What follows belongs to an exercise in optimizing a design on an open flow for small area, a short achievable clock period and few clock cycles per item; a production flow would make more cautious choices.
The RTL was checked by simulation tests, not by an equivalence proof against the original design.
Power and IR drop assume default switching activity.

==> design.v <==
package second_pipe_pkg;
    typedef enum logic [5-1:0] {
        op_none = 5'd0,
        op_add  = 5'd1,
        op_addu = 5'd2,
        op_sub  = 5'd3,
        op_subu = 5'd4,
        op_slt  = 5'd5,
        op_sltu = 5'd6,
        op_and  = 5'd7,
        op_or   = 5'd8,
        op_xor  = 5'd9,
        op_nor  = 5'd10,
        op_sll  = 5'd11,
        op_srl  = 5'd12,
        op_sra  = 5'd13,
        op_lui  = 5'd14
    } alu_op_t;
    typedef struct packed {
        alu_op_t                op;
        logic [32-1:0]     a;
        logic [32-1:0]     b;
        logic                   wr_en;
        logic [5-1:0] wr_addr;
        logic [14-1:0]      exc;
    } dec_t;
    typedef struct packed {
        logic                   wr_en;
        logic [5-1:0] wr_addr;
        logic [32-1:0]     wr_data;
        logic [14-1:0]      exc;
    } res_t;
endpackage
module issue_capture (
    input  logic clk,
    input  logic reset,
    input  logic in_req,
    output logic in_ack,
    input  logic out_req,
    input  logic out_ack,
    output logic take
);
    assign take = in_req && !in_ack && !out_req && !out_ack;
    always_ff @(posedge clk) begin
        if (reset) in_ack <= 1'b0;
        else       in_ack <= in_req && (in_ack || take);
    end
endmodule
module alu_execute (
    input  logic [32-1:0]     instr,
    input  logic [1:0]             pc_lo,
    input  logic [32-1:0]     rs_val,
    input  logic [32-1:0]     rt_val,
    input  logic [14-1:0]      exc_in,
    input  logic                   is_nop,
    output logic                   wr_ok,
    output logic [5-1:0] wr_addr,
    output logic [32-1:0]     wr_data,
    output logic [14-1:0]      exc
);
    logic [5:0]  opcode;
    logic [5:0]  funct;
    logic        rtype;
    logic        itype;
    logic        legal;
    logic        sub;
    logic        ov_op;
    logic        uns;
    logic [1:0]  lop;
    logic        lui;
    logic [31:0] b;
    logic [31:0] bx;
    logic [32:0] sum;
    logic        ovf;
    logic        lt;
    logic [31:0] lres;
    logic [4:0]  sh;
    logic        sh_left;
    logic        fill;
    logic [31:0] sh_in;
    logic [31:0] sh_out;
    logic [31:0] sh_res;
    assign opcode = instr[31:26];
    assign funct  = instr[5:0];
    assign rtype  = (opcode == 6'b000000);
    assign itype  = (opcode[5:3] == 3'b001);
    assign legal = rtype ? ((funct[5:3] == 3'b100) ||
                            (funct[5:1] == 5'b10101) ||
                            (funct[5:3] == 3'b000 && funct[1:0] != 2'b01))
                         : itype;
    logic ri;
    assign ri = !opcode[3];
    assign b = ri ? rt_val :
               {{16{instr[15] & ~opcode[2]}}, instr[15:0]};
    assign sub = ri ? (funct[1] & ~funct[2]) : (opcode[1] & ~opcode[2]);
    assign bx  = b ^ {32{sub}};
    logic [33:0] sum_c;
    assign sum_c = {1'b0, rs_val, 1'b1} + {1'b0, bx, sub};
    assign sum   = sum_c[33:1];
    assign ov_op = rtype ? (funct[5:2] == 4'b1000 && !funct[0])
                         : (opcode == 6'b001000);
    assign ovf   = (rs_val[31] == bx[31]) && (sum[31] != rs_val[31]);
    assign uns = ri ? funct[0] : opcode[0];
    assign lt  = uns ? !sum[32] :
                 ((rs_val[31] != b[31]) ? rs_val[31] : sum[31]);
    logic [31:0] p;
    logic [31:0] g;
    logic [31:0] lui_v;
    assign p     = rs_val ^ bx;
    assign g     = rs_val & bx;
    assign lop   = ri ? funct[1:0] : opcode[1:0];
    assign lui   = !ri;
    assign lui_v = {instr[15:0], 16'h0000};
    always_comb begin
        case (lop)
            2'b00:   lres = g;
            2'b01:   lres = p | g;
            2'b10:   lres = p;
            default: lres = lui ? lui_v : ~(p | g);
        endcase
    end
    assign sh      = funct[2] ? rs_val[4:0] : instr[10:6];
    assign sh_left = !funct[1];
    assign fill    = funct[0] & rt_val[31];
    always_comb begin
        for (int i = 0; i < 32; i++) sh_in[i] = sh_left ? rt_val[31-i] : rt_val[i];
    end
    assign sh_out = $unsigned($signed({fill, sh_in}) >>> sh);
    always_comb begin
        for (int i = 0; i < 32; i++) sh_res[i] = sh_left ? sh_out[31-i] : sh_out[i];
    end
    logic sel_sh;
    logic sel_lt;
    logic sel_log;
    logic sel_sum;
    assign sel_sh  = ri & ~funct[5];
    assign sel_lt  = ri ? (funct[5] & funct[3]) : (~opcode[2] & opcode[1]);
    assign sel_log = ri ? (funct[5] & ~funct[3] & funct[2]) : opcode[2];
    assign sel_sum = ri ? (funct[5] & ~funct[3] & ~funct[2]) : (~opcode[2] & ~opcode[1]);
    assign wr_data = ({32{sel_sh}} & sh_res) | ({32{sel_log}} & lres) |
                     ({32{sel_sum}} & sum[31:0]) | {31'd0, sel_lt & lt};
    assign wr_addr = ri ? instr[15:11] : instr[20:16];
    assign wr_ok   = legal && !is_nop;
    always_comb begin
        exc = exc_in;
        if (ov_op && ovf && !is_nop)  exc[1] = 1'b1;
        if (!legal && !is_nop)        exc[2] = 1'b1;
        if (pc_lo != 2'b00)           exc[6] = 1'b1;
    end
endmodule
module result_handshake (
    input  logic clk,
    input  logic reset,
    input  logic take,
    output logic out_req,
    input  logic out_ack
);
    always_ff @(posedge clk) begin
        if (reset) out_req <= 1'b0;
        else       out_req <= take || (out_req && !out_ack);
    end
endmodule
module second_pipe_top (
    input  logic                   clk,
    input  logic                   reset,
    input  logic                   in_req,
    output logic                   in_ack,
    input  logic [32-1:0]     instr,
    input  logic [32-1:0]     pc,
    input  logic [32-1:0]     rs_val,
    input  logic [32-1:0]     rt_val,
    input  logic [14-1:0]      exc_in,
    input  logic                   is_nop,
    output logic                   out_req,
    input  logic                   out_ack,
    output logic                   wr_en,
    output logic [5-1:0] wr_addr,
    output logic [32-1:0]     wr_data,
    output logic [14-1:0]      exc_out
);
    logic                   x_wr_ok;
    logic [5-1:0] x_wr_addr;
    logic [32-1:0]     x_wr_data;
    logic [14-1:0]      x_exc;
    logic                   take;
    logic                   wr_ok_q;
    alu_execute u_execute (
        .instr(instr), .pc_lo(pc[1:0]), .rs_val(rs_val), .rt_val(rt_val),
        .exc_in(exc_in), .is_nop(is_nop),
        .wr_ok(x_wr_ok), .wr_addr(x_wr_addr), .wr_data(x_wr_data), .exc(x_exc)
    );
    issue_capture u_capture (
        .clk(clk), .reset(reset), .in_req(in_req), .in_ack(in_ack),
        .out_req(out_req), .out_ack(out_ack), .take(take)
    );
    result_handshake u_result (
        .clk(clk), .reset(reset), .take(take),
        .out_req(out_req), .out_ack(out_ack)
    );
    always_ff @(posedge clk) begin
        if (!out_req) begin
            wr_ok_q <= x_wr_ok;
            wr_addr <= x_wr_addr;
            wr_data <= x_wr_data;
            exc_out <= x_exc;
        end
    end
    assign wr_en = wr_ok_q && (exc_out == '0);
endmodule
==> flow/run.sh <==
#!/bin/bash
# The standard layout (standard.sh, ORFS make), with plain buffers on
# the ports instead of the delay cells buffer_ports picks by default.
# Each ORFS step logs to its own file under orfs/logs; make's output goes
# to make.log and the DEF export's to write_def.log.
set -euo pipefail
export BUFFER_PORTS_ARGS="-buffer_cell sky130_fd_sc_hd__buf_2"

bash standard.sh > make.log 2>&1
==> standard.sh <==
#!/bin/bash
# synth_recipe.tcl (not shown) runs the flow's synth.tcl, then flattens the netlist and writes it again
# the make line also repeats each setting of config.mk as NAME=value (left out here)
make -C /OpenROAD-flow-scripts/flow DESIGN_CONFIG=/design/flow/config.mk WORK_HOME=/design/flow/orfs CLKGATE_MAP_FILE= SYNTH_SCRIPT=/design/flow/synth_recipe.tcl "${@:-finish}"
==> config.mk <==
export PLATFORM = sky130hd
export DESIGN_NAME = second_pipe_top
export DESIGN_NICKNAME = second_pipe_top
export VERILOG_FILES = /design/flow/design.v
export SDC_FILE = /design/flow/constraint.sdc
export NUM_CORES = 4
export LEC_CHECK = 0
export ABC_AREA = 1
export CAP_MARGIN = 20
export CORE_MARGIN = 2
export CORE_UTILIZATION = 40
export SETUP_SLACK_MARGIN = 1.0
export SLEW_MARGIN = 20
==> constraint.sdc <==
create_clock -name core_clock -period 5.0 [get_ports {clk}]
set_input_delay 1.0000 -clock core_clock [delete_from_list [all_inputs] [get_ports {clk}]]
set_output_delay 1.0000 -clock core_clock [all_outputs]
set_load 0.01 [all_outputs]
==> flow_results.xml, run 1 <==
<?xml version="1.0" encoding="UTF-8"?>
<metrics>
  <group name="finish">
    <metric name="layout.filler_cells" unit="">2406</metric>
    <metric name="syn2layout_area_growth" unit="%">17.25</metric>
    <metric name="num-nets-final" unit="">1866</metric>
    <metric name="layout.cells.non_filler" unit="">1936</metric>
    <metric name="insertedDiodeCount" unit="">0</metric>
    <metric name="drive_above_1_share" unit="%">16.91</metric>
  </group>
  <group name="cts">
    <metric name="clock_latency" unit="ns">0.29</metric>
    <metric name="cts.reportedPaths.clkPinSlew" unit="ns">0.07</metric>
    <metric name="tritoncts" unit="">built</metric>
    <metric name="max-clock-path-buffers" unit="">2</metric>
    <metric name="cts_buffers" unit="">5</metric>
    <metric name="cts_max_level" unit="">2</metric>
    <metric name="cts_root_buffer" unit="">sky130_fd_sc_hd__clkbuf_16</metric>
    <metric name="num_clock_sinks" unit="">54</metric>
  </group>
  <group name="placed_design">
    <metric name="dpl.cell_count" unit="">1916</metric>
    <metric name="post-dp-hpwl" unit="um">32350</metric>
    <metric name="port_buffers" unit="">165</metric>
    <metric name="finalWeightedCongestion" unit="">0.9722</metric>
  </group>
  <group name="synthesis">
    <metric name="synth-async-reset-ratio" unit="%">0</metric>
    <metric name="postSynthAreaPerCell" unit="sq um">5.934</metric>
    <metric name="synth.yosys.seq_area_share" unit="%">17.85</metric>
    <metric name="dominantRegCellSynth" unit="">sky130_fd_sc_hd__edfxtp_1</metric>
    <metric name="net_count_after_synthesis" unit="">1723</metric>
    <metric name="total_standard_cell_area_after_synthesis" unit="sq mm">0.008972</metric>
    <metric name="yosys.cell_types.count" unit="">52</metric>
    <metric name="synthCells" unit="">1512</metric>
    <metric name="ys_seq_elements" unit="">54</metric>
    <metric name="ys.warnings.count" unit="">4</metric>
    <metric name="synth_edf_count" unit="">52</metric>
  </group>
  <group name="detailed_routing">
    <metric name="drt-wirelength-per-cell" unit="um">20.33</metric>
    <metric name="first_pass_iters" unit="">6</metric>
    <metric name="dr_total_vias" unit="">11040</metric>
    <metric name="post_drt_via_cell_ratio" unit="">5.700</metric>
    <metric name="route.antenna.remaining_nets" unit="">0</metric>
    <metric name="drc" unit="">0</metric>
    <metric name="drt-initial-drc-count" unit="">1349</metric>
    <metric name="drt-total-wl" unit="um">39370</metric>
  </group>
  <group name="sta">
    <metric name="timing.final.max_slew_violations" unit="">0</metric>
    <metric name="maxClockFrequency" unit="GHz">0.2538</metric>
    <metric name="final.period_utilization" unit="%">78.82</metric>
    <metric name="setup-tns-final" unit="ns">0</metric>
    <metric name="finalHoldViolations" unit="">0</metric>
    <metric name="finalClockSkew" unit="ns">0.005862</metric>
    <metric name="rsz_0062_raised_after_global_routing" unit="">no</metric>
    <metric name="min_period" unit="ns">3.941</metric>
    <metric name="finalSetupViolCount" unit="">0</metric>
    <metric name="worst_slew_pin_slew" unit="ns">0.9233</metric>
    <metric name="slew_headroom" unit="%">38.38</metric>
  </group>
  <group name="setup_path">
    <metric name="critical_path_s_largest_stage_delay" unit="ns">0.38</metric>
    <metric name="cp.required" unit="ns">5.01</metric>
    <metric name="critical_path_peak_fanout" unit="">17</metric>
    <metric name="crit_path_end_kind" unit="">flop</metric>
    <metric name="worst-endpoint-arrival" unit="ns">3.95</metric>
    <metric name="setup.worst_path.start" unit="">instr[28]</metric>
    <metric name="crit_path_frequent_cell" unit="">sky130_fd_sc_hd__nand2_1</metric>
    <metric name="timing.rr.start" unit="">u_result.out_req$_SDFF_PP0_</metric>
    <metric name="timing.reg2reg.setup_slack" unit="ns">3.82</metric>
    <metric name="critical_path.slowest_cell" unit="">sky130_fd_sc_hd__ha_1</metric>
    <metric name="cells_along_the_critical_path" unit="">buf_2 &gt; inv_1 &gt; nand2_1 &gt; nand2_1 &gt; nand2_4 &gt; buf_12 &gt; xor2_1 &gt; ha_1 &gt; inv_1 &gt; o21ai_0 &gt; a31oi_1 &gt; o21ai_1 &gt; a21oi_1 &gt; nand2_1 &gt; or2_2 &gt; nand3_1 &gt; nand3_1</metric>
    <metric name="worst_setup_path_start_kind" unit="">input port</metric>
    <metric name="path_class" unit="">in2reg</metric>
  </group>
  <group name="grt">
    <metric name="global_route_layer_with_the_greatest_usage" unit="">met2</metric>
    <metric name="grt_start_max_net_pins" unit="">56</metric>
    <metric name="global_route_wire_length_before_repair" unit="um">58760</metric>
    <metric name="grt.met3_usage" unit="%">3.382</metric>
    <metric name="globalRouteOverflowTotal" unit="">0</metric>
    <metric name="grt.met1_usage" unit="%">48.23</metric>
    <metric name="first_global_vias" unit="">9595</metric>
    <metric name="grt_antenna_before_repair" unit="">0</metric>
    <metric name="globalRouteMet2Util" unit="%">48.87</metric>
    <metric name="grtUsageTotal" unit="%">32.30</metric>
  </group>
  <group name="power_and_ir_drop">
    <metric name="cellPowerDensity" unit="mW/mm^2">252.4</metric>
    <metric name="static-leakage-power" unit="nW">5.203</metric>
    <metric name="ir_drop" unit="mV">0.1497</metric>
  </group>
  <group name="outcome">
    <metric name="status" unit="">timing/DRC/antenna clean</metric>
  </group>
  <group name="floorplanning">
    <metric name="die_h" unit="um">153.8</metric>
    <metric name="die_area" unit="sq mm">0.02365</metric>
    <metric name="initial_core_util" unit="%">40.99</metric>
    <metric name="die_x" unit="um">153.8</metric>
    <metric name="floorplan.io_pins" unit="">201</metric>
    <metric name="std_cell_rows" unit="">54</metric>
    <metric name="core_region_area" unit="sq mm">0.02189</metric>
  </group>
  <group name="worst_hold_path">
    <metric name="worstHoldStart" unit="">u_capture.in_ack$_SDFF_PP0_</metric>
    <metric name="worst_hold_class" unit="">reg2reg</metric>
  </group>
  <group name="job">
    <metric name="number_of_max_cap_violations" unit="">0</metric>
  </group>
</metrics>
==> report_power, final <==
group          internal, mW  switching, mW
clock                 0.240          0.158
sequential            0.590         0.0196
combinational         0.546           1.10
total                  1.38           1.28
==> final timing paths <==
| check | cells past startpoint | end |
|---|---|---|
| hold / removal | 2 | u_capture.in_ack$_SDFF_PP0_ |
| setup / recovery | 17 | wr_data[21]$_DFFE_PN_ |
| hold reg to reg | 2 | u_capture.in_ack$_SDFF_PP0_ |
| setup reg to reg | 2 | exc_out[9]$_DFFE_PN_ |
==> cells in the final DEF, fill, tap and decap left out, drive strengths merged, types with 2 or more instances in the layout <==
cell type	Yosys	final
o221ai	18	18
nand2	439	440
a31oi	10	10
xnor2	4	4
and2	3	3
ha	64	64
clkbuf	32	6
or2	10	10
inv	191	192
a211oi	2	2
nand3	161	161
edfxtp	52	52
o21bai	6	6
clkinv	2	2
o21ai	195	195
nor4	6	6
mux2i	5	5
nor2	74	74
a21o	3	3
buf	47	213
dfxtp	2	2
a221oi	3	3
a21oi	86	86
nand3b	3	3
xor2	29	29
o22ai	6	6
nor3	6	6
o211ai	36	36
nand4	5	5
o21a	4	4
==> stage by stage <==
step / total power [mW] / setup WS (ns) / utilization, % / hold WS [ns] / cell area (sq um)
global route: 2.838 / 0.9604 / 48.06 / 0.6138 / 10520
finish: 2.655 / 1.059 / 48.06 / 0.5588 / 10520
floorplan: 1.626 / 1.214 / - / 0.5628 / 8972
detailed placement: 2.167 / 0.4503 / 46.10 / 0.5624 / 10090
CTS: 2.577 / 1.015 / 46.97 / 0.5657 / 10280
global placement: 2.161 / 0.5045 / 46.10 / 0.5443 / 10090
==> registers in the layout, summed over array words and instances, names as in the netlist <==
name	count
wr_addr	5
u_capture.in_ack	1
wr_data	32
u_result.out_req	1
wr_ok_q	1
exc_out	14
==> cell type report <==
class                      instances  area (sq um)  area share, %
timing repair buffer             214          1235          11.74
tap                              280         350.3          3.330
sequential                        54          1602          15.22
clock buffer                       5         125.1          1.189
inverter                         193         726.9          6.910
multi-input combinational       1187          6432          61.14
clock inverter                     3         48.80         0.4638
==> metal layers <==
layer,share of wire (%),routed length [um]
met5,0,0
met2,42,16550
met1,45,17840
met3,9.4,3686
met4,3.3,1286
==> logic make-up (layout without fill, tap and decap cells) <==
kind of cell,after synthesis,after routing,synth area share [%]
simple gates,708,709,32.99
flops,54,54,17.85
fa+ha+maj,64,64,8.925
buf+inv,272,415,12.19
compound gates,376,376,24.26
xor+xnor,33,33,3.221
mux,5,5,0.5578
==> synthesized netlist by cell type, types with 4 or more instances <==
| cell type | number | area share [%] |
|---|---|---|
| sky130_fd_sc_hd__a21oi_1 | 85 | 4.7 |
| sky130_fd_sc_hd__a31oi_1 | 10 | 0.70 |
| sky130_fd_sc_hd__buf_1 | 11 | 0.46 |
| sky130_fd_sc_hd__buf_2 | 28 | 1.6 |
| sky130_fd_sc_hd__buf_4 | 6 | 0.50 |
| sky130_fd_sc_hd__clkbuf_1 | 32 | 1.3 |
| sky130_fd_sc_hd__edfxtp_1 | 52 | 17 |
| sky130_fd_sc_hd__ha_1 | 64 | 8.9 |
| sky130_fd_sc_hd__inv_1 | 185 | 7.7 |
| sky130_fd_sc_hd__inv_2 | 6 | 0.25 |
| sky130_fd_sc_hd__mux2i_1 | 5 | 0.56 |
| sky130_fd_sc_hd__nand2_1 | 434 | 18 |
| sky130_fd_sc_hd__nand2_2 | 4 | 0.28 |
| sky130_fd_sc_hd__nand3_1 | 161 | 9.0 |
| sky130_fd_sc_hd__nand4_1 | 5 | 0.35 |
| sky130_fd_sc_hd__nor2_1 | 73 | 3.1 |
| sky130_fd_sc_hd__nor3_1 | 6 | 0.33 |
| sky130_fd_sc_hd__nor4_1 | 6 | 0.42 |
| sky130_fd_sc_hd__o211ai_1 | 35 | 2.9 |
| sky130_fd_sc_hd__o21a_1 | 4 | 0.33 |
| sky130_fd_sc_hd__o21ai_0 | 144 | 8.0 |
| sky130_fd_sc_hd__o21ai_1 | 46 | 2.6 |
| sky130_fd_sc_hd__o21bai_1 | 6 | 0.50 |
| sky130_fd_sc_hd__o221ai_1 | 18 | 1.8 |
| sky130_fd_sc_hd__o22ai_1 | 6 | 0.42 |
| sky130_fd_sc_hd__or2_2 | 5 | 0.35 |
| sky130_fd_sc_hd__xnor2_1 | 4 | 0.39 |
| sky130_fd_sc_hd__xor2_1 | 29 | 2.8 |
==> critical path: cells and delay by family <==
kind | cells | cell delay [ns]
fa+ha+maj | 1 | 0.38
simple gates | 7 | 1.02
compound gates | 4 | 0.65
xor+xnor | 1 | 0.33
buf+inv | 4 | 0.53
==> timing repair <==
item / in CTS / in global routing
resized for setup: 6 / 39
gates cloned: 0 / 1
buffers inserted: 1 / 9
pin swaps: 1 / 6
setup endpoints to repair: 14 / 21
hold buffers: 0 / 0
Testbench counts, summed over its fixed seeds: cycles 19,985, items 8,000.
==> inputs of run 2 (changes only) <==
--- a/flow/run.sh
+++ b/flow/run.sh
@@ -5,5 +5,5 @@
 # to make.log and the DEF export's to write_def.log.
 set -euo pipefail
 export BUFFER_PORTS_ARGS="-buffer_cell sky130_fd_sc_hd__buf_2"
-
+export RECOVER_POWER=100
 bash standard.sh > make.log 2>&1
--- a/config.mk
+++ b/config.mk
@@ -5,7 +5,6 @@
 export SDC_FILE = /design/flow/constraint.sdc
 export NUM_CORES = 4
 export LEC_CHECK = 0
-export ABC_AREA = 1
 export CAP_MARGIN = 20
 export CORE_MARGIN = 2
 export CORE_UTILIZATION = 40
==> flow_results.xml, run 2 <==
<?xml version="1.0" encoding="UTF-8"?>
<metrics>
  <group name="setup_path">
    <metric name="worst-endpoint-arrival" unit="ns">4.61</metric>
    <metric name="worst_r2r_endpoint" unit="">wr_data[1]$_DFFE_PN_</metric>
    <metric name="cp.required" unit="ns">5.04</metric>
    <metric name="crit_path_frequent_cell" unit="">sky130_fd_sc_hd__a221o_1</metric>
    <metric name="crit_path_end_kind" unit="">flop</metric>
    <metric name="timing.rr.start" unit="">u_result.out_req$_SDFF_PP0_</metric>
    <metric name="ff2ff_path_depth" unit="">1</metric>
    <metric name="setup.worst_path.start" unit="">instr[29]</metric>
    <metric name="worst_setup_path_start_kind" unit="">input port</metric>
    <metric name="critical_path_peak_fanout" unit="">31</metric>
    <metric name="timing.reg2reg.setup_slack" unit="ns">2.02</metric>
    <metric name="cells_along_the_critical_path" unit="">buf_12 &gt; clkbuf_1 &gt; buf_4 &gt; mux2_2 &gt; nand2_1 &gt; nor2_1 &gt; a221oi_1 &gt; o21ai_0 &gt; a221o_1 &gt; a221o_1</metric>
    <metric name="path_class" unit="">in2reg</metric>
    <metric name="critical_path_s_largest_stage_delay" unit="ns">0.64</metric>
    <metric name="setup.worst_path.end" unit="">wr_data[27]$_DFFE_PN_</metric>
    <metric name="critical_path.slowest_cell" unit="">sky130_fd_sc_hd__mux2_2</metric>
  </group>
  <group name="floorplanning">
    <metric name="die_x" unit="um">153.0</metric>
    <metric name="std_cell_rows" unit="">54</metric>
    <metric name="initial_core_util" unit="%">40.71</metric>
    <metric name="core_region_area" unit="sq mm">0.02182</metric>
    <metric name="die_h" unit="um">153.0</metric>
    <metric name="floorplan.io_pins" unit="">201</metric>
    <metric name="die_area" unit="sq mm">0.02342</metric>
  </group>
  <group name="synthesis">
    <metric name="synth_top_cells_by_area" unit="">sky130_fd_sc_hd__edfxtp_1, sky130_fd_sc_hd__ha_1, sky130_fd_sc_hd__mux4_2</metric>
    <metric name="net_count_after_synthesis" unit="">1314</metric>
    <metric name="postSynthAreaPerCell" unit="sq um">8.054</metric>
    <metric name="total_standard_cell_area_after_synthesis" unit="sq mm">0.008884</metric>
    <metric name="yosysTopAreaCell" unit="">sky130_fd_sc_hd__edfxtp_1</metric>
    <metric name="synth-async-reset-ratio" unit="%">0</metric>
    <metric name="synth.yosys.seq_area_share" unit="%">18.03</metric>
    <metric name="ys.warnings.count" unit="">4</metric>
    <metric name="ys_seq_elements" unit="">54</metric>
    <metric name="synthCells" unit="">1103</metric>
    <metric name="synth_edf_count" unit="">52</metric>
    <metric name="synth.top_cell.area_share" unit="%">17.58</metric>
    <metric name="post-synth-top-count-cell" unit="">sky130_fd_sc_hd__nand2_1</metric>
    <metric name="yosys.cell_types.count" unit="">74</metric>
    <metric name="dominantRegCellSynth" unit="">sky130_fd_sc_hd__edfxtp_1</metric>
    <metric name="post_synth_most_frequent_cells" unit="">sky130_fd_sc_hd__nand2_1, sky130_fd_sc_hd__nor2_1, sky130_fd_sc_hd__a21oi_1</metric>
  </group>
  <group name="detailed_routing">
    <metric name="drt-wirelength-per-cell" unit="um">25.78</metric>
    <metric name="drc" unit="">0</metric>
    <metric name="drt-initial-drc-count" unit="">1204</metric>
    <metric name="drt-total-wl" unit="um">39950</metric>
    <metric name="route.antenna.remaining_nets" unit="">0</metric>
    <metric name="dr_total_vias" unit="">10140</metric>
    <metric name="first_pass_iters" unit="">6</metric>
    <metric name="post_drt_via_cell_ratio" unit="">6.540</metric>
  </group>
  <group name="sta">
    <metric name="finalHoldViolations" unit="">0</metric>
    <metric name="finalClockSkew" unit="ns">0.002188</metric>
    <metric name="maxClockFrequency" unit="GHz">0.2187</metric>
    <metric name="min_period" unit="ns">4.573</metric>
    <metric name="final.period_utilization" unit="%">91.46</metric>
    <metric name="setup_ws" unit="ns">0.4270</metric>
    <metric name="rsz_0062_raised_after_global_routing" unit="">yes</metric>
    <metric name="setup-tns-final" unit="ns">0</metric>
    <metric name="slew_headroom" unit="%">-44.66</metric>
    <metric name="worst_slew_pin_slew" unit="ns">2.158</metric>
    <metric name="timing.final.max_slew_violations" unit="">53</metric>
    <metric name="finalSetupViolCount" unit="">0</metric>
  </group>
  <group name="grt">
    <metric name="globalRouteMet2Util" unit="%">49.77</metric>
    <metric name="grt_antenna_before_repair" unit="">0</metric>
    <metric name="grtUsageTotal" unit="%">32.70</metric>
    <metric name="grt.met3_usage" unit="%">4.536</metric>
    <metric name="global_route_layer_with_the_greatest_usage" unit="">met2</metric>
    <metric name="first_global_vias" unit="">9338</metric>
    <metric name="grt.met1_usage" unit="%">47.40</metric>
    <metric name="globalRouteOverflowTotal" unit="">0</metric>
    <metric name="global_route_wire_length_before_repair" unit="um">58980</metric>
    <metric name="grt_start_max_net_pins" unit="">54</metric>
  </group>
  <group name="finish">
    <metric name="mostFrequentLayoutCells" unit="">sky130_fd_sc_hd__buf_2, sky130_fd_sc_hd__nand2_1, sky130_fd_sc_hd__nor2_1</metric>
    <metric name="syn2layout_area_growth" unit="%">27.89</metric>
    <metric name="layout.cells.non_filler" unit="">1550</metric>
    <metric name="largest_registers" unit="">wr_data: 32 flops, exc_out: 14 flops, wr_addr: 5 flops</metric>
    <metric name="drive_above_1_share" unit="%">28.66</metric>
    <metric name="largest_register_ffs" unit="">32</metric>
    <metric name="insertedDiodeCount" unit="">0</metric>
    <metric name="final_common_cell" unit="">sky130_fd_sc_hd__buf_2</metric>
    <metric name="largest_reg_by_ff_count" unit="">wr_data</metric>
    <metric name="num-nets-final" unit="">1481</metric>
  </group>
  <group name="outcome">
    <metric name="check-failures" unit="">capacitance limit, slew limit</metric>
    <metric name="status" unit="">failed layout checks</metric>
  </group>
  <group name="power_and_ir_drop">
    <metric name="ir_drop" unit="mV">0.1284</metric>
    <metric name="p_switching" unit="mW">1.295</metric>
    <metric name="cellInternalPower" unit="mW">1.544</metric>
    <metric name="power_frac_seq" unit="%">21.3</metric>
    <metric name="p_clk_share" unit="%">13.5</metric>
    <metric name="cellPowerDensity" unit="mW/mm^2">249.9</metric>
    <metric name="static-leakage-power" unit="nW">4.636</metric>
    <metric name="share_comb_of_total_power" unit="%">65.1</metric>
    <metric name="sw_frac_of_total" unit="%">45.61</metric>
  </group>
  <group name="cts">
    <metric name="cts_max_level" unit="">2</metric>
    <metric name="clock_latency" unit="ns">0.29</metric>
    <metric name="num_clock_sinks" unit="">54</metric>
    <metric name="cts_root_buffer" unit="">sky130_fd_sc_hd__clkbuf_16</metric>
    <metric name="max-clock-path-buffers" unit="">2</metric>
    <metric name="cts_buffers" unit="">5</metric>
    <metric name="tritoncts" unit="">built</metric>
    <metric name="cts.reportedPaths.clkPinSlew" unit="ns">0.07</metric>
  </group>
  <group name="job">
    <metric name="number_of_max_cap_violations" unit="">1</metric>
  </group>
  <group name="placed_design">
    <metric name="dpl.cell_count" unit="">1514</metric>
    <metric name="post-dp-hpwl" unit="um">31070</metric>
    <metric name="post-place-ws" unit="ns">0.1314</metric>
    <metric name="finalWeightedCongestion" unit="">0.9820</metric>
    <metric name="port_buffers" unit="">165</metric>
  </group>
  <group name="worst_hold_path">
    <metric name="worst_hold_class" unit="">reg2reg</metric>
  </group>
</metrics>
-- run 2: final cells by class --
cell class / count / area (sq um)
Fill cell: 2128 / 10460
Multi-Input combinational cell: 895 / 7552
Sequential cell: 54 / 1602
Timing Repair Buffer: 241 / 1423
Tap cell: 280 / 350.3
Inverter: 73 / 275.3
Clock buffer: 5 / 125.1
Clock inverter: 2 / 33.78
-- run 2: power by group through the flow --
stage | sequential (mW) | combinational (mW) | clock [mW]
global placement | 0.611 | 1.61 | 0
detailed placement | 0.613 | 1.61 | 0
CTS | 0.603 | 1.74 | 0.388
floorplan | 0.654 | 1.03 | 0
global route | 0.615 | 1.96 | 0.405
finish | 0.606 | 1.85 | 0.384
-- run 2: critical path: cells and delay by family --
| kind | cells | cell delay, ns |
|---|---|---|
| compound gates | 4 | 1.18 |
| buf+inv | 3 | 1.14 |
| mux | 1 | 0.64 |
| simple gates | 2 | 0.62 |
-- run 2: cells by family after synthesis --
logic type | synth area share (%)
AOI/OAI and AO/OA | 27.69
and+or+nand+nor | 14.66
buffers and inverters | 7.014
muxes | 18.07
adders and majority gates | 9.014
xor gates and xnor gates | 5.521
DFF | 18.03
-- run 2: how the worst min path moves through the flow --
stage                     slack (ns)                   startpoint                           to  cells after the start
after floorplan                 0.53  u_capture.in_ack$_SDFF_PP0_  u_capture.in_ack$_SDFF_PP0_                      2
after global placement          0.50  u_capture.in_ack$_SDFF_PP0_  u_capture.in_ack$_SDFF_PP0_                      2
after detailed placement        0.51  u_capture.in_ack$_SDFF_PP0_  u_capture.in_ack$_SDFF_PP0_                      2
after CTS                       0.52  u_capture.in_ack$_SDFF_PP0_  u_capture.in_ack$_SDFF_PP0_                      2
after global routing            0.59  u_capture.in_ack$_SDFF_PP0_  u_capture.in_ack$_SDFF_PP0_                      2
final                           0.52  u_capture.in_ack$_SDFF_PP0_  u_capture.in_ack$_SDFF_PP0_                      2
-- run 2: repair_timing --
action                     4_1_cts  5_1_grt
gates resized for setup         79       57
hold buffers                     0        0
pin swaps                       28       31
setup endpoints to repair       26       27
cloned                           5        0
setup buffers                   10       14
-- run 2: through the flow --
stage | hold WS (ns) | instance area (sq um) | utilization [%] | total power [mW]
4_1_cts | 0.5200 | 11080 | 50.75 | 2.726
2_1_floorplan | 0.5257 | 9280 | - | 1.681
3_5_place_dp | 0.5110 | 10290 | 47.15 | 2.223
5_1_grt | 0.5855 | 11360 | 52.06 | 2.985
6_report | 0.5206 | 11360 | 52.06 | 2.840
3_3_place_gp | 0.5033 | 10290 | 47.15 | 2.223
-- run 2: per-layer routing --
metal  share of wire, %  wire length, um
met3                9.4             3769
met2                 44            17680
met5                  0                0
met4                3.6             1441
met1                 43            17060
==> inputs of run 3 (changes only) <==
--- a/flow/run.sh
+++ b/flow/run.sh
@@ -5,5 +5,5 @@
 # to make.log and the DEF export's to write_def.log.
 set -euo pipefail
 export BUFFER_PORTS_ARGS="-buffer_cell sky130_fd_sc_hd__buf_2"
-export RECOVER_POWER=100
+export ADDER_MAP_FILE=
 bash standard.sh > make.log 2>&1
--- a/config.mk
+++ b/config.mk
@@ -5,8 +5,9 @@
 export SDC_FILE = /design/flow/constraint.sdc
 export NUM_CORES = 4
 export LEC_CHECK = 0
+export ABC_AREA = 1
 export CAP_MARGIN = 20
 export CORE_MARGIN = 2
 export CORE_UTILIZATION = 40
-export SETUP_SLACK_MARGIN = 1.0
+export SETUP_SLACK_MARGIN = 2.0
 export SLEW_MARGIN = 20
==> flow_results.xml, run 3 <==
<?xml version="1.0" encoding="UTF-8"?>
<metrics>
  <group name="floorplanning">
    <metric name="initial_core_util" unit="%">40.45</metric>
    <metric name="core_region_area" unit="sq mm">0.02326</metric>
    <metric name="std_cell_rows" unit="">56</metric>
    <metric name="die_h" unit="um">157.4</metric>
    <metric name="floorplan.io_pins" unit="">201</metric>
    <metric name="die_area" unit="sq mm">0.02477</metric>
    <metric name="die_x" unit="um">157.4</metric>
  </group>
  <group name="setup_path">
    <metric name="critical_path_peak_fanout" unit="">8</metric>
    <metric name="timing.reg2reg.setup_slack" unit="ns">3.40</metric>
    <metric name="ff2ff_path_depth" unit="">3</metric>
    <metric name="cp.required" unit="ns">5.06</metric>
    <metric name="path_class" unit="">in2reg</metric>
    <metric name="worst-endpoint-arrival" unit="ns">3.27</metric>
    <metric name="crit_path_end_kind" unit="">flop</metric>
    <metric name="timing.rr.start" unit="">u_result.out_req$_SDFF_PP0_</metric>
    <metric name="worst_setup_path_start_kind" unit="">input port</metric>
    <metric name="worst_r2r_endpoint" unit="">u_capture.in_ack$_SDFF_PP0_</metric>
  </group>
  <group name="placed_design">
    <metric name="port_buffers" unit="">165</metric>
    <metric name="dpl-instance-area" unit="sq mm">0.01045</metric>
    <metric name="finalWeightedCongestion" unit="">1.046</metric>
    <metric name="post-place-ws" unit="ns">0.5303</metric>
    <metric name="post-dp-hpwl" unit="um">34350</metric>
  </group>
  <group name="finish">
    <metric name="drive_above_1_share" unit="%">38.09</metric>
    <metric name="final_common_cell" unit="">sky130_fd_sc_hd__nand2_1</metric>
    <metric name="mostFrequentLayoutCells" unit="">sky130_fd_sc_hd__nand2_1, sky130_fd_sc_hd__inv_1, sky130_fd_sc_hd__buf_2</metric>
    <metric name="insertedDiodeCount" unit="">0</metric>
    <metric name="syn2layout_area_growth" unit="%">46.11</metric>
    <metric name="regArea" unit="sq mm">0.001602</metric>
    <metric name="num-nets-final" unit="">2073</metric>
    <metric name="largest_reg_by_ff_count" unit="">wr_data</metric>
    <metric name="multi_input_comb_area" unit="sq mm">0.008471</metric>
    <metric name="layout.filler_cells" unit="">2229</metric>
    <metric name="largest_register_ffs" unit="">32</metric>
    <metric name="post-route-cell-area" unit="sq mm">0.01375</metric>
    <metric name="largest_registers" unit="">wr_data: 32 flops, exc_out: 14 flops, wr_addr: 5 flops</metric>
  </group>
  <group name="detailed_routing">
    <metric name="drt-wirelength-per-cell" unit="um">21.56</metric>
    <metric name="post_drt_via_cell_ratio" unit="">5.937</metric>
    <metric name="drt-total-wl" unit="um">48430</metric>
    <metric name="drc" unit="">0</metric>
    <metric name="dr_total_vias" unit="">13330</metric>
    <metric name="first_pass_iters" unit="">9</metric>
    <metric name="drt-initial-drc-count" unit="">1881</metric>
    <metric name="route.antenna.remaining_nets" unit="">0</metric>
  </group>
  <group name="sta">
    <metric name="maxClockFrequency" unit="GHz">0.3107</metric>
    <metric name="setup-tns-final" unit="ns">0</metric>
    <metric name="final.period_utilization" unit="%">64.36</metric>
    <metric name="timing.final.max_slew_violations" unit="">0</metric>
    <metric name="rsz_0062_raised_after_global_routing" unit="">yes</metric>
    <metric name="finalSetupViolCount" unit="">0</metric>
    <metric name="finalClockSkew" unit="ns">0.003456</metric>
    <metric name="min_period" unit="ns">3.218</metric>
    <metric name="slew_headroom" unit="%">21.16</metric>
    <metric name="worst_slew_pin_slew" unit="ns">1.181</metric>
    <metric name="finalHoldViolations" unit="">0</metric>
    <metric name="setup_ws" unit="ns">1.782</metric>
  </group>
  <group name="synthesis">
    <metric name="post-synth-top-count-cell" unit="">sky130_fd_sc_hd__nand2_1</metric>
    <metric name="ys.warnings.count" unit="">4</metric>
    <metric name="synth_top_cells_by_area" unit="">sky130_fd_sc_hd__nand2_1, sky130_fd_sc_hd__edfxtp_1, sky130_fd_sc_hd__o21ai_0</metric>
    <metric name="total_standard_cell_area_after_synthesis" unit="sq mm">0.009410</metric>
    <metric name="synth-async-reset-ratio" unit="%">0</metric>
    <metric name="synth.yosys.seq_area_share" unit="%">17.02</metric>
    <metric name="ys_seq_elements" unit="">54</metric>
    <metric name="dominantRegCellSynth" unit="">sky130_fd_sc_hd__edfxtp_1</metric>
    <metric name="post_synth_most_frequent_cells" unit="">sky130_fd_sc_hd__nand2_1, sky130_fd_sc_hd__o21ai_0, sky130_fd_sc_hd__inv_1</metric>
    <metric name="postSynthAreaPerCell" unit="sq um">5.581</metric>
    <metric name="synth.top_cell.area_share" unit="%">21.18</metric>
    <metric name="synth_edf_count" unit="">52</metric>
    <metric name="yosysTopAreaCell" unit="">sky130_fd_sc_hd__nand2_1</metric>
    <metric name="net_count_after_synthesis" unit="">1833</metric>
    <metric name="yosys.cell_types.count" unit="">56</metric>
    <metric name="synthCells" unit="">1686</metric>
  </group>
  <group name="grt">
    <metric name="grt_start_max_net_pins" unit="">54</metric>
    <metric name="grtUsageTotal" unit="%">37.72</metric>
    <metric name="first_global_vias" unit="">11800</metric>
    <metric name="global_route_wire_length_before_repair" unit="um">69760</metric>
    <metric name="grt_antenna_before_repair" unit="">1</metric>
    <metric name="globalRouteOverflowTotal" unit="">0</metric>
  </group>
  <group name="cts">
    <metric name="num_clock_sinks" unit="">54</metric>
    <metric name="cts_root_buffer" unit="">sky130_fd_sc_hd__clkbuf_16</metric>
    <metric name="tritoncts" unit="">built</metric>
    <metric name="max-clock-path-buffers" unit="">2</metric>
    <metric name="cts_buffers" unit="">5</metric>
    <metric name="cts.reportedPaths.clkPinSlew" unit="ns">0.07</metric>
    <metric name="clock_latency" unit="ns">0.31</metric>
    <metric name="cts_hold_repair.buffers" unit="">0</metric>
    <metric name="cts_max_level" unit="">2</metric>
  </group>
  <group name="worst_hold_path">
    <metric name="whs_endpoint" unit="">u_capture.in_ack$_SDFF_PP0_</metric>
    <metric name="worstHoldStart" unit="">u_capture.in_ack$_SDFF_PP0_</metric>
    <metric name="worst_hold_class" unit="">reg2reg</metric>
    <metric name="hold-path-cell-count" unit="">2</metric>
  </group>
  <group name="power_and_ir_drop">
    <metric name="cellPowerDensity" unit="mW/mm^2">213.1</metric>
    <metric name="static-leakage-power" unit="nW">6.511</metric>
    <metric name="ir_drop" unit="mV">0.1380</metric>
    <metric name="p_total" unit="mW">2.930</metric>
  </group>
  <group name="outcome">
    <metric name="status" unit="">timing/DRC/antenna clean</metric>
  </group>
  <group name="job">
    <metric name="number_of_max_cap_violations" unit="">0</metric>
  </group>
</metrics>
run 3: changes by cell type in the layout (fill, tap and decap cells not counted), moves of 40 or more:
cell	change
sky130_fd_sc_hd__mux2i_1	-50
sky130_fd_sc_hd__o21ai_1	+57
sky130_fd_sc_hd__nand2_2	+105
sky130_fd_sc_hd__buf_2	+50
sky130_fd_sc_hd__nand3_2	+40
sky130_fd_sc_hd__nand3_1	+90
sky130_fd_sc_hd__ha_1	-41
sky130_fd_sc_hd__nand2_1	+353
sky130_fd_sc_hd__clkbuf_1	-58
sky130_fd_sc_hd__inv_1	+98
run 3: kinds of logic after synthesis:
logic type | synth area share, %
buffers and inverters | 12.42
AO/OA/AOI/OAI | 23.44
XOR/XNOR | 0.2793
AND/OR/NAND/NOR | 46.52
flip-flops | 17.02
multiplexers | 0.3191
run 3: final cells by class:
cell class                      count  share of cell area, %
Sequential cell                    54                  11.65
Timing Repair inverter              2                 0.1092
Inverter                          202                  5.942
Timing Repair Buffer              292                  16.70
Tap cell                          319                  2.903
Clock buffer                        5                 0.9100
Clock inverter                      3                 0.1820
Multi-Input combinational cell   1369                  61.61
run 3: where the power goes:
part / switching (mW) / internal (mW)
sequential: 0.0167 / 0.579
combinational: 1.29 / 0.679
clock: 0.180 / 0.189
total: 1.48 / 1.45
run 3: worst max-delay path, cell delays in order:
cell	delay (ns)
sky130_fd_sc_hd__buf_16	0.14
sky130_fd_sc_hd__inv_12	0.06
sky130_fd_sc_hd__buf_12	0.14
sky130_fd_sc_hd__nand2_8	0.14
sky130_fd_sc_hd__buf_12	0.13
sky130_fd_sc_hd__nand2_8	0.08
sky130_fd_sc_hd__nand2_2	0.12
sky130_fd_sc_hd__nand2_2	0.07
sky130_fd_sc_hd__nand2_4	0.09
sky130_fd_sc_hd__nand2_4	0.08
sky130_fd_sc_hd__inv_4	0.09
sky130_fd_sc_hd__nand2_1	0.08
sky130_fd_sc_hd__nor2_2	0.15
sky130_fd_sc_hd__nand3_2	0.14
sky130_fd_sc_hd__nor2_4	0.16
sky130_fd_sc_hd__nand2_4	0.07
sky130_fd_sc_hd__nand2_2	0.09
sky130_fd_sc_hd__nand2_2	0.10
sky130_fd_sc_hd__a21oi_4	0.19
sky130_fd_sc_hd__o21bai_4	0.11
run 3: through the flow:
| step | hold slack, ns | utilization (%) | cells |
|---|---|---|---|
| after global placement | 0.5327 | 44.92 | 2122 |
| after global routing | 0.5899 | 59.11 | 2246 |
| after CTS | 0.5656 | 55.29 | 2221 |
| after floorplan | 0.5628 | - | 1686 |
| after detailed placement | 0.5469 | 44.92 | 2122 |
| final | 0.5602 | 59.11 | 2246 |
run 3: routing by layer:
layer	vias to the layer above	wire, um	global-route usage (%)
met2	998	19900	56.33
met5	-	12	0
met4	2	3306	20.30
met3	211	6440	8.205
li1	6090	-	-
met1	6033	18770	50.54
run 3: how the worst max path moves through the flow:
stage	from	endpoint	slack [ns]	depth (start not counted)
after floorplan	instr[29]	wr_data[16]$_DFFE_PN_	2.02	17
after detailed placement	instr[2]	wr_data[20]$_DFFE_PN_	0.53	11
final	instr[29]	exc_out[1]$_SDFFCE_PP1N_	1.78	20
after global placement	instr[2]	wr_data[20]$_DFFE_PN_	0.53	11
after CTS	rs_val[0]	wr_data[20]$_DFFE_PN_	1.91	15
after global routing	rs_val[0]	wr_data[20]$_DFFE_PN_	1.71	17
run 3: timing repair:
item                                    CTS  global route
resized for setup                       353           169
endpoints found under the setup margin   33            33
pin swaps                                84            55
gates cloned                             25             4
setup buffers                            66            21
==> inputs of run 4 (changes only) <==
--- a/config.mk
+++ b/config.mk
@@ -9,5 +9,5 @@
 export CAP_MARGIN = 20
 export CORE_MARGIN = 2
 export CORE_UTILIZATION = 40
-export SETUP_SLACK_MARGIN = 2.0
+export SETUP_SLACK_MARGIN = 1.0
 export SLEW_MARGIN = 20
==> flow_results.xml, run 4 <==
<?xml version="1.0" encoding="UTF-8"?>
<metrics>
  <group name="synthesis">
    <metric name="synth.top_cell.area_share" unit="%">21.18</metric>
    <metric name="net_count_after_synthesis" unit="">1833</metric>
    <metric name="ys.warnings.count" unit="">4</metric>
    <metric name="yosysTopAreaCell" unit="">sky130_fd_sc_hd__nand2_1</metric>
    <metric name="post_synth_most_frequent_cells" unit="">sky130_fd_sc_hd__nand2_1, sky130_fd_sc_hd__o21ai_0, sky130_fd_sc_hd__inv_1</metric>
    <metric name="yosys.cell_types.count" unit="">56</metric>
    <metric name="synthCells" unit="">1686</metric>
    <metric name="synth_top_cells_by_area" unit="">sky130_fd_sc_hd__nand2_1, sky130_fd_sc_hd__edfxtp_1, sky130_fd_sc_hd__o21ai_0</metric>
    <metric name="ys_seq_elements" unit="">54</metric>
    <metric name="post-synth-top-count-cell" unit="">sky130_fd_sc_hd__nand2_1</metric>
    <metric name="total_standard_cell_area_after_synthesis" unit="sq mm">0.009410</metric>
    <metric name="synth.yosys.seq_area_share" unit="%">17.02</metric>
    <metric name="synth_edf_count" unit="">52</metric>
    <metric name="dominantRegCellSynth" unit="">sky130_fd_sc_hd__edfxtp_1</metric>
    <metric name="synth-async-reset-ratio" unit="%">0</metric>
    <metric name="postSynthAreaPerCell" unit="sq um">5.581</metric>
  </group>
  <group name="placed_design">
    <metric name="finalWeightedCongestion" unit="">1.046</metric>
    <metric name="dpl-instance-area" unit="sq mm">0.01045</metric>
    <metric name="post-place-ws" unit="ns">0.5303</metric>
    <metric name="dpl.cell_count" unit="">2122</metric>
    <metric name="post-dp-hpwl" unit="um">34350</metric>
    <metric name="port_buffers" unit="">165</metric>
  </group>
  <group name="setup_path">
    <metric name="worst_setup_path_start_kind" unit="">input port</metric>
    <metric name="critPathBufInv" unit="">4</metric>
    <metric name="worst-endpoint-arrival" unit="ns">4.00</metric>
    <metric name="cells_along_the_critical_path" unit="">buf_4 &gt; inv_4 &gt; buf_4 &gt; nand2_2 &gt; nand2_4 &gt; nand2_1 &gt; nand2_1 &gt; nand2_1 &gt; inv_1 &gt; a21oi_1 &gt; nand2_1 &gt; nand2_1 &gt; nand2_1 &gt; a21oi_2 &gt; nand3_1 &gt; nand3_1 &gt; nand2_1 &gt; o21bai_1</metric>
    <metric name="critPathTopFamily" unit="">simple AND/OR/NAND/NOR gates</metric>
    <metric name="critical_path_s_largest_stage_delay" unit="ns">0.32</metric>
    <metric name="crit_path_frequent_cell" unit="">sky130_fd_sc_hd__nand2_1</metric>
    <metric name="critical_path.slowest_cell" unit="">sky130_fd_sc_hd__o21bai_1</metric>
    <metric name="path_class" unit="">in2reg</metric>
    <metric name="critical_path_peak_fanout" unit="">26</metric>
    <metric name="cp.required" unit="ns">5.09</metric>
    <metric name="crit_path_end_kind" unit="">flop</metric>
  </group>
  <group name="finish">
    <metric name="final_common_cell" unit="">sky130_fd_sc_hd__nand2_1</metric>
    <metric name="layout.cells.non_filler" unit="">2132</metric>
    <metric name="mostFrequentLayoutCells" unit="">sky130_fd_sc_hd__nand2_1, sky130_fd_sc_hd__inv_1, sky130_fd_sc_hd__o21ai_0</metric>
    <metric name="num-nets-final" unit="">1959</metric>
    <metric name="drive_above_1_share" unit="%">20.79</metric>
    <metric name="syn2layout_area_growth" unit="%">13.12</metric>
    <metric name="insertedDiodeCount" unit="">0</metric>
    <metric name="post-route-cell-area" unit="sq mm">0.01065</metric>
    <metric name="largest_reg_by_ff_count" unit="">wr_data</metric>
    <metric name="largest_registers" unit="">wr_data: 32 flops, exc_out: 14 flops, wr_addr: 5 flops</metric>
    <metric name="largest_register_ffs" unit="">32</metric>
  </group>
  <group name="grt">
    <metric name="grtUsageTotal" unit="%">33.20</metric>
    <metric name="global_route_wire_length_before_repair" unit="um">61600</metric>
    <metric name="first_global_vias" unit="">10460</metric>
    <metric name="grt_start_max_net_pins" unit="">54</metric>
    <metric name="grt_antenna_before_repair" unit="">1</metric>
    <metric name="globalRouteOverflowTotal" unit="">0</metric>
  </group>
  <group name="power_and_ir_drop">
    <metric name="power_frac_seq" unit="%">24.7</metric>
    <metric name="static-leakage-power" unit="nW">5.352</metric>
    <metric name="share_comb_of_total_power" unit="%">60.1</metric>
    <metric name="p_switching" unit="mW">1.215</metric>
    <metric name="cellInternalPower" unit="mW">1.200</metric>
    <metric name="cellPowerDensity" unit="mW/mm^2">226.8</metric>
    <metric name="ir_drop" unit="mV">0.1304</metric>
    <metric name="p_clk_share" unit="%">15.2</metric>
    <metric name="sw_frac_of_total" unit="%">50.30</metric>
  </group>
  <group name="sta">
    <metric name="finalHoldViolations" unit="">0</metric>
    <metric name="finalSetupViolCount" unit="">0</metric>
    <metric name="maxClockFrequency" unit="GHz">0.2558</metric>
    <metric name="timing.final.max_slew_violations" unit="">0</metric>
    <metric name="slew_headroom" unit="%">29.83</metric>
    <metric name="finalClockSkew" unit="ns">0.001644</metric>
    <metric name="worst_slew_pin_slew" unit="ns">1.051</metric>
    <metric name="rsz_0062_raised_after_global_routing" unit="">yes</metric>
    <metric name="min_period" unit="ns">3.909</metric>
    <metric name="setup_ws" unit="ns">1.091</metric>
    <metric name="final.period_utilization" unit="%">78.19</metric>
    <metric name="setup-tns-final" unit="ns">0</metric>
  </group>
  <group name="cts">
    <metric name="cts_hold_repair.buffers" unit="">0</metric>
    <metric name="cts_max_level" unit="">2</metric>
    <metric name="num_clock_sinks" unit="">54</metric>
    <metric name="max-clock-path-buffers" unit="">2</metric>
    <metric name="cts_root_buffer" unit="">sky130_fd_sc_hd__clkbuf_16</metric>
    <metric name="clock_latency" unit="ns">0.31</metric>
    <metric name="tritoncts" unit="">built</metric>
    <metric name="cts.reportedPaths.clkPinSlew" unit="ns">0.07</metric>
    <metric name="cts_buffers" unit="">5</metric>
  </group>
  <group name="worst_hold_path">
    <metric name="worst_hold_class" unit="">reg2reg</metric>
  </group>
  <group name="job">
    <metric name="number_of_max_cap_violations" unit="">0</metric>
  </group>
  <group name="detailed_routing">
    <metric name="drc" unit="">0</metric>
    <metric name="drt-initial-drc-count" unit="">1445</metric>
    <metric name="drt-total-wl" unit="um">41810</metric>
    <metric name="route.antenna.remaining_nets" unit="">0</metric>
    <metric name="drt-wirelength-per-cell" unit="um">19.61</metric>
    <metric name="dr_total_vias" unit="">12000</metric>
    <metric name="post_drt_via_cell_ratio" unit="">5.628</metric>
    <metric name="first_pass_iters" unit="">6</metric>
  </group>
  <group name="floorplanning">
    <metric name="floorplan.io_pins" unit="">201</metric>
    <metric name="die_x" unit="um">157.4</metric>
    <metric name="initial_core_util" unit="%">40.45</metric>
    <metric name="die_h" unit="um">157.4</metric>
    <metric name="die_area" unit="sq mm">0.02477</metric>
    <metric name="std_cell_rows" unit="">56</metric>
    <metric name="core_region_area" unit="sq mm">0.02326</metric>
  </group>
  <group name="outcome">
    <metric name="status" unit="">timing/DRC/antenna clean</metric>
  </group>
</metrics>
==> run 4: cell counts after synthesis <==
Identical to the previous run, type by type.
==> run 4: cell families (layout without fill, tap and decap cells) <==
| kind of cell | after synthesis | in the layout | synth area share [%] |
|---|---|---|---|
| multiplexers | 3 | 3 | 0.3191 |
| flip-flops | 54 | 54 | 17.02 |
| buffers and inverters | 279 | 405 | 12.42 |
| AO/OA/AOI/OAI | 386 | 386 | 23.44 |
| XOR/XNOR | 3 | 3 | 0.2793 |
| AND/OR/NAND/NOR | 961 | 962 | 46.52 |
==> run 4: worst min-delay path, delay by kind of cell (launching register included) <==
family,cells,cell delay [ns]
DFF,1,0.32
AOI/OAI and AO/OA,1,0.14
and+or+nand+nor,1,0.06
==> run 4: worst paths after layout <==
check,startpoint,end,slack (ns),depth (start not counted)
worst max-delay path,instr[29],exc_out[1]$_SDFFCE_PP1N_,1.09,18
worst min-delay path,u_capture.in_ack$_SDFF_PP0_,u_capture.in_ack$_SDFF_PP0_,0.56,2
worst max register to register,u_result.out_req$_SDFF_PP0_,u_capture.in_ack$_SDFF_PP0_,3.40,3
worst min register to register,u_capture.in_ack$_SDFF_PP0_,u_capture.in_ack$_SDFF_PP0_,0.56,2
==> run 4: timing repair <==
action | in CTS | in global routing
setup buffers | 0 | 0
gates resized for setup | 2 | 10
cloned | 0 | 2
endpoints found under the setup margin | 9 | 26
pin swaps | 0 | 3
==> run 4: power groups by stage <==
| stage | Combinational, mW | Clock (mW) | Sequential [mW] |
|---|---|---|---|
| 2_1_floorplan | 0.895 | 0 | 0.646 |
| 3_3_place_gp | 1.39 | 0 | 0.605 |
| 3_5_place_dp | 1.40 | 0 | 0.608 |
| 4_1_cts | 1.40 | 0.378 | 0.597 |
| 5_1_grt | 1.58 | 0.395 | 0.603 |
| 6_report | 1.45 | 0.368 | 0.596 |
==> run 4: area by class of cell <==
type	count	area, sq um
sequential	54	1602
clock inverter	3	25.02
multi-input combinational	1354	6671
clock buffer	5	125.1
tap	319	399.1
inverter	202	769.5
fill	2612	12620
timing repair inverter	1	5.005
timing repair buffer	194	1049
==> run 4: through the flow <==
| stage | hold WS (ns) | util, % | total power, mW |
|---|---|---|---|
| after floorplan | 0.5628 | - | 1.541 |
| after global placement | 0.5327 | 44.92 | 1.997 |
| after detailed placement | 0.5469 | 44.92 | 2.005 |
| after CTS | 0.5656 | 45.63 | 2.379 |
| after global routing | 0.5900 | 45.76 | 2.582 |
| final | 0.5599 | 45.76 | 2.415 |
==> run 4: metal layers <==
layer  wire length, um  vias to the layer above  track usage (%)
li1                  -                     5815                -
met1             17970                     5378            46.25
met2             17320                      701            49.45
met3              4451                      103            5.947
met4              2058                        2            15.58
met5                12                        -                0
==> inputs of run 5 (changes only) <==
--- a/config.mk
+++ b/config.mk
@@ -8,6 +8,6 @@
 export ABC_AREA = 1
 export CAP_MARGIN = 20
 export CORE_MARGIN = 2
-export CORE_UTILIZATION = 40
-export SETUP_SLACK_MARGIN = 1.0
+export CORE_UTILIZATION = 60
+export SETUP_SLACK_MARGIN = 1.5
 export SLEW_MARGIN = 20
==> flow_results.xml, run 5 <==
<?xml version="1.0" encoding="UTF-8"?>
<metrics>
  <group name="worst_hold_path">
    <metric name="worst_hold_class" unit="">reg2reg</metric>
  </group>
  <group name="finish">
    <metric name="largest_registers" unit="">wr_data: 32 flops, exc_out: 14 flops, wr_addr: 5 flops</metric>
    <metric name="layout.cells.non_filler" unit="">2036</metric>
    <metric name="num-nets-final" unit="">1970</metric>
    <metric name="syn2layout_area_growth" unit="%">15.72</metric>
    <metric name="mostFrequentLayoutCells" unit="">sky130_fd_sc_hd__nand2_1, sky130_fd_sc_hd__inv_1, sky130_fd_sc_hd__buf_2</metric>
    <metric name="drive_above_1_share" unit="%">22.70</metric>
    <metric name="final_common_cell" unit="">sky130_fd_sc_hd__nand2_1</metric>
    <metric name="largest_reg_by_ff_count" unit="">wr_data</metric>
    <metric name="largest_register_ffs" unit="">32</metric>
  </group>
  <group name="sta">
    <metric name="timing.final.max_slew_violations" unit="">0</metric>
    <metric name="setup-tns-final" unit="ns">0</metric>
    <metric name="finalSetupViolCount" unit="">0</metric>
    <metric name="final.period_utilization" unit="%">69.47</metric>
    <metric name="min_period" unit="ns">3.474</metric>
    <metric name="finalClockSkew" unit="ns">0.01023</metric>
    <metric name="finalHoldViolations" unit="">0</metric>
    <metric name="slew_headroom" unit="%">37.77</metric>
    <metric name="worst_slew_pin_slew" unit="ns">0.9325</metric>
    <metric name="maxClockFrequency" unit="GHz">0.2879</metric>
    <metric name="setup_ws" unit="ns">1.526</metric>
    <metric name="rsz_0062_raised_after_global_routing" unit="">yes</metric>
  </group>
  <group name="synthesis">
    <metric name="ys_seq_elements" unit="">54</metric>
    <metric name="total_standard_cell_area_after_synthesis" unit="sq mm">0.009410</metric>
    <metric name="yosys.cell_types.count" unit="">56</metric>
    <metric name="synth_edf_count" unit="">52</metric>
    <metric name="post-synth-top-count-cell" unit="">sky130_fd_sc_hd__nand2_1</metric>
    <metric name="synth_top_cells_by_area" unit="">sky130_fd_sc_hd__nand2_1, sky130_fd_sc_hd__edfxtp_1, sky130_fd_sc_hd__o21ai_0</metric>
    <metric name="ys.warnings.count" unit="">4</metric>
    <metric name="synthCells" unit="">1686</metric>
    <metric name="synth.yosys.seq_area_share" unit="%">17.02</metric>
    <metric name="yosysTopAreaCell" unit="">sky130_fd_sc_hd__nand2_1</metric>
    <metric name="synth.top_cell.area_share" unit="%">21.18</metric>
    <metric name="synth-async-reset-ratio" unit="%">0</metric>
    <metric name="dominantRegCellSynth" unit="">sky130_fd_sc_hd__edfxtp_1</metric>
    <metric name="postSynthAreaPerCell" unit="sq um">5.581</metric>
    <metric name="post_synth_most_frequent_cells" unit="">sky130_fd_sc_hd__nand2_1, sky130_fd_sc_hd__o21ai_0, sky130_fd_sc_hd__inv_1</metric>
    <metric name="net_count_after_synthesis" unit="">1833</metric>
  </group>
  <group name="grt">
    <metric name="grtUsageTotal" unit="%">47.10</metric>
    <metric name="first_global_vias" unit="">10760</metric>
    <metric name="global_route_wire_length_before_repair" unit="um">59360</metric>
    <metric name="grt_antenna_before_repair" unit="">1</metric>
    <metric name="globalRouteOverflowTotal" unit="">0</metric>
    <metric name="grt_start_max_net_pins" unit="">54</metric>
  </group>
  <group name="detailed_routing">
    <metric name="first_pass_iters" unit="">7</metric>
    <metric name="dr_total_vias" unit="">12680</metric>
    <metric name="drc" unit="">0</metric>
    <metric name="route.antenna.remaining_nets" unit="">0</metric>
    <metric name="drt-total-wl" unit="um">40910</metric>
    <metric name="drt-initial-drc-count" unit="">2366</metric>
    <metric name="drt-wirelength-per-cell" unit="um">20.09</metric>
    <metric name="post_drt_via_cell_ratio" unit="">6.226</metric>
  </group>
  <group name="setup_path">
    <metric name="cp.required" unit="ns">5.03</metric>
    <metric name="worst-endpoint-arrival" unit="ns">3.51</metric>
    <metric name="path_class" unit="">in2reg</metric>
    <metric name="critical_path_peak_fanout" unit="">12</metric>
    <metric name="worst_setup_path_start_kind" unit="">input port</metric>
    <metric name="crit_path_end_kind" unit="">flop</metric>
  </group>
  <group name="cts">
    <metric name="tritoncts" unit="">built</metric>
    <metric name="cts.reportedPaths.clkPinSlew" unit="ns">0.08</metric>
    <metric name="clock_latency" unit="ns">0.32</metric>
    <metric name="cts_root_buffer" unit="">sky130_fd_sc_hd__clkbuf_16</metric>
    <metric name="max-clock-path-buffers" unit="">2</metric>
    <metric name="num_clock_sinks" unit="">54</metric>
    <metric name="cts_buffers" unit="">5</metric>
    <metric name="cts_max_level" unit="">2</metric>
  </group>
  <group name="power_and_ir_drop">
    <metric name="p_switching" unit="mW">1.256</metric>
    <metric name="power_frac_seq" unit="%">24.1</metric>
    <metric name="cellPowerDensity" unit="mW/mm^2">228.4</metric>
    <metric name="static-leakage-power" unit="nW">5.505</metric>
    <metric name="share_comb_of_total_power" unit="%">60.8</metric>
    <metric name="cellInternalPower" unit="mW">1.232</metric>
    <metric name="sw_frac_of_total" unit="%">50.48</metric>
    <metric name="p_clk_share" unit="%">15.1</metric>
    <metric name="ir_drop" unit="mV">0.1696</metric>
  </group>
  <group name="outcome">
    <metric name="status" unit="">timing/DRC/antenna clean</metric>
  </group>
  <group name="floorplanning">
    <metric name="std_cell_rows" unit="">45</metric>
    <metric name="core_region_area" unit="sq mm">0.01526</metric>
    <metric name="initial_core_util" unit="%">61.67</metric>
    <metric name="floorplan.io_pins" unit="">201</metric>
    <metric name="die_x" unit="um">129.2</metric>
    <metric name="die_area" unit="sq mm">0.01670</metric>
    <metric name="die_h" unit="um">129.2</metric>
  </group>
  <group name="placed_design">
    <metric name="finalWeightedCongestion" unit="">1.075</metric>
    <metric name="post-place-ws" unit="ns">0.9309</metric>
    <metric name="post-dp-hpwl" unit="um">32040</metric>
    <metric name="dpl.cell_count" unit="">2009</metric>
    <metric name="port_buffers" unit="">165</metric>
  </group>
  <group name="job">
    <metric name="number_of_max_cap_violations" unit="">0</metric>
  </group>
</metrics>
==> run 5: cell counts after synthesis <==
No cell type changed its count.
==> run 5: final cells by class <==
cell class,instances,area (sq um)
antenna,1,2.502
clock buffer,5,125.1
clock inverter,3,28.78
fill,1432,4369
inverter,202,768.2
multi-input combinational,1356,6845
sequential,54,1602
tap,211,264.0
timing repair buffer,203,1246
timing repair inverter,1,7.507
==> run 5: worst paths after layout <==
kind                          startpoint                     endpoint  slack (ns)  cells past startpoint
max                             instr[2]        wr_data[18]$_DFFE_PN_        1.53                     15
min          u_capture.in_ack$_SDFF_PP0_  u_capture.in_ack$_SDFF_PP0_        0.57                      2
max reg2reg  u_result.out_req$_SDFF_PP0_  u_capture.in_ack$_SDFF_PP0_        3.39                      3
min reg2reg  u_capture.in_ack$_SDFF_PP0_  u_capture.in_ack$_SDFF_PP0_        0.57                      2
==> run 5: logic make-up (layout without fill, tap and decap cells) <==
group	after synthesis	count (layout)	synth area share [%]
buffers and inverters	279	414	12.42
other	0	1	0
XOR/XNOR	3	3	0.2793
AO/OA/AOI/OAI	386	386	23.44
multiplexers	3	3	0.3191
AND/OR/NAND/NOR	961	964	46.52
flip-flops	54	54	17.02
==> run 5: metal layers <==
layer	wire, um	up-vias	GRT usage (%)
met3	6314	234	9.785
met1	14520	5530	62.54
met2	17180	1069	72.04
li1	-	5844	-
met5	0	-	0
met4	2891	0	24.94
==> run 5: critical path: stages <==
cell and delay (ns):
sky130_fd_sc_hd__clkbuf_4 0.19, sky130_fd_sc_hd__inv_2 0.13, sky130_fd_sc_hd__nand2_1 0.13, sky130_fd_sc_hd__nand2_4 0.20
sky130_fd_sc_hd__nand2_8 0.11, sky130_fd_sc_hd__nand2_1 0.12, sky130_fd_sc_hd__nand3_1 0.16, sky130_fd_sc_hd__nand2_2 0.23
sky130_fd_sc_hd__o21ai_0 0.22, sky130_fd_sc_hd__a21oi_1 0.29, sky130_fd_sc_hd__nand2_1 0.17, sky130_fd_sc_hd__a21oi_1 0.19
sky130_fd_sc_hd__nand3_1 0.09, sky130_fd_sc_hd__nand3_1 0.17, sky130_fd_sc_hd__nand3_1 0.10
==> run 5: what timing repair did <==
action / CTS / global route
cloned: 1 / 4
pin swaps: 1 / 9
hold buffers: 0 / 0
setup endpoints to repair: 27 / 33
hold endpoints to repair: 0 / 0
buffers inserted: 0 / 13
gates resized for setup: 16 / 74
==> run 5: power by group through the flow <==
stage,logic (mW),clock network [mW],registers [mW]
5_1_grt,1.62,0.386,0.606
3_5_place_dp,1.36,0,0.611
4_1_cts,1.38,0.369,0.601
2_1_floorplan,0.895,0,0.646
3_3_place_gp,1.34,0,0.604
6_report,1.51,0.376,0.600
==> run 5: through the flow <==
stage               hold WS (ns)  power, mW  instance area [sq um]  utilization, %
floorplan                 0.5628      1.541                   9410               -
detailed placement        0.5565      1.973                  10280           67.35
finish                    0.5731      2.487                  10890           71.37
CTS                       0.5732      2.348                  10490           68.77
global placement          0.5157      1.944                  10280           67.35
global route              0.6189      2.608                  10890           71.37

-- re-timing with driven ports --
No port has a modelled driver above. Below, the same layouts with a new extraction and two added sets of constraints. Step 1 assumes that a clkbuf_16 drives the clock port and a buf_2 every other input. Step 2 adds t to the input delays and takes it off the output delays; t is the mean of the earliest and latest rising clock arrival at the registers after step 1. Input paths then give back, and output paths get back, about the clock's delay inside the block. Slacks: ideal / step 1 / step 2; pairs: ideal / step 1.
| run | t (ns) | setup slack, ns | hold slack, ns |
|---|---|---|---|
| run 1 | 0.331 | 1.059 / 1.070 / 0.740 | 0.559 / 0.559 / 0.559 |
| run 2 | 0.332 | 0.427 / 0.400 / 0.069 | 0.521 / 0.521 / 0.521 |
| run 3 | 0.358 | 1.782 / 1.670 / 1.312 | 0.560 / 0.560 / 0.560 |
| run 4 | 0.355 | 1.091 / 1.113 / 0.758 | 0.560 / 0.560 / 0.560 |
| run 5 | 0.356 | 1.526 / 1.547 / 1.191 | 0.573 / 0.573 / 0.573 |
The setup slack of run 3, which loses most, moves by -0.112 ns with the drivers and by -0.470 ns with both steps.
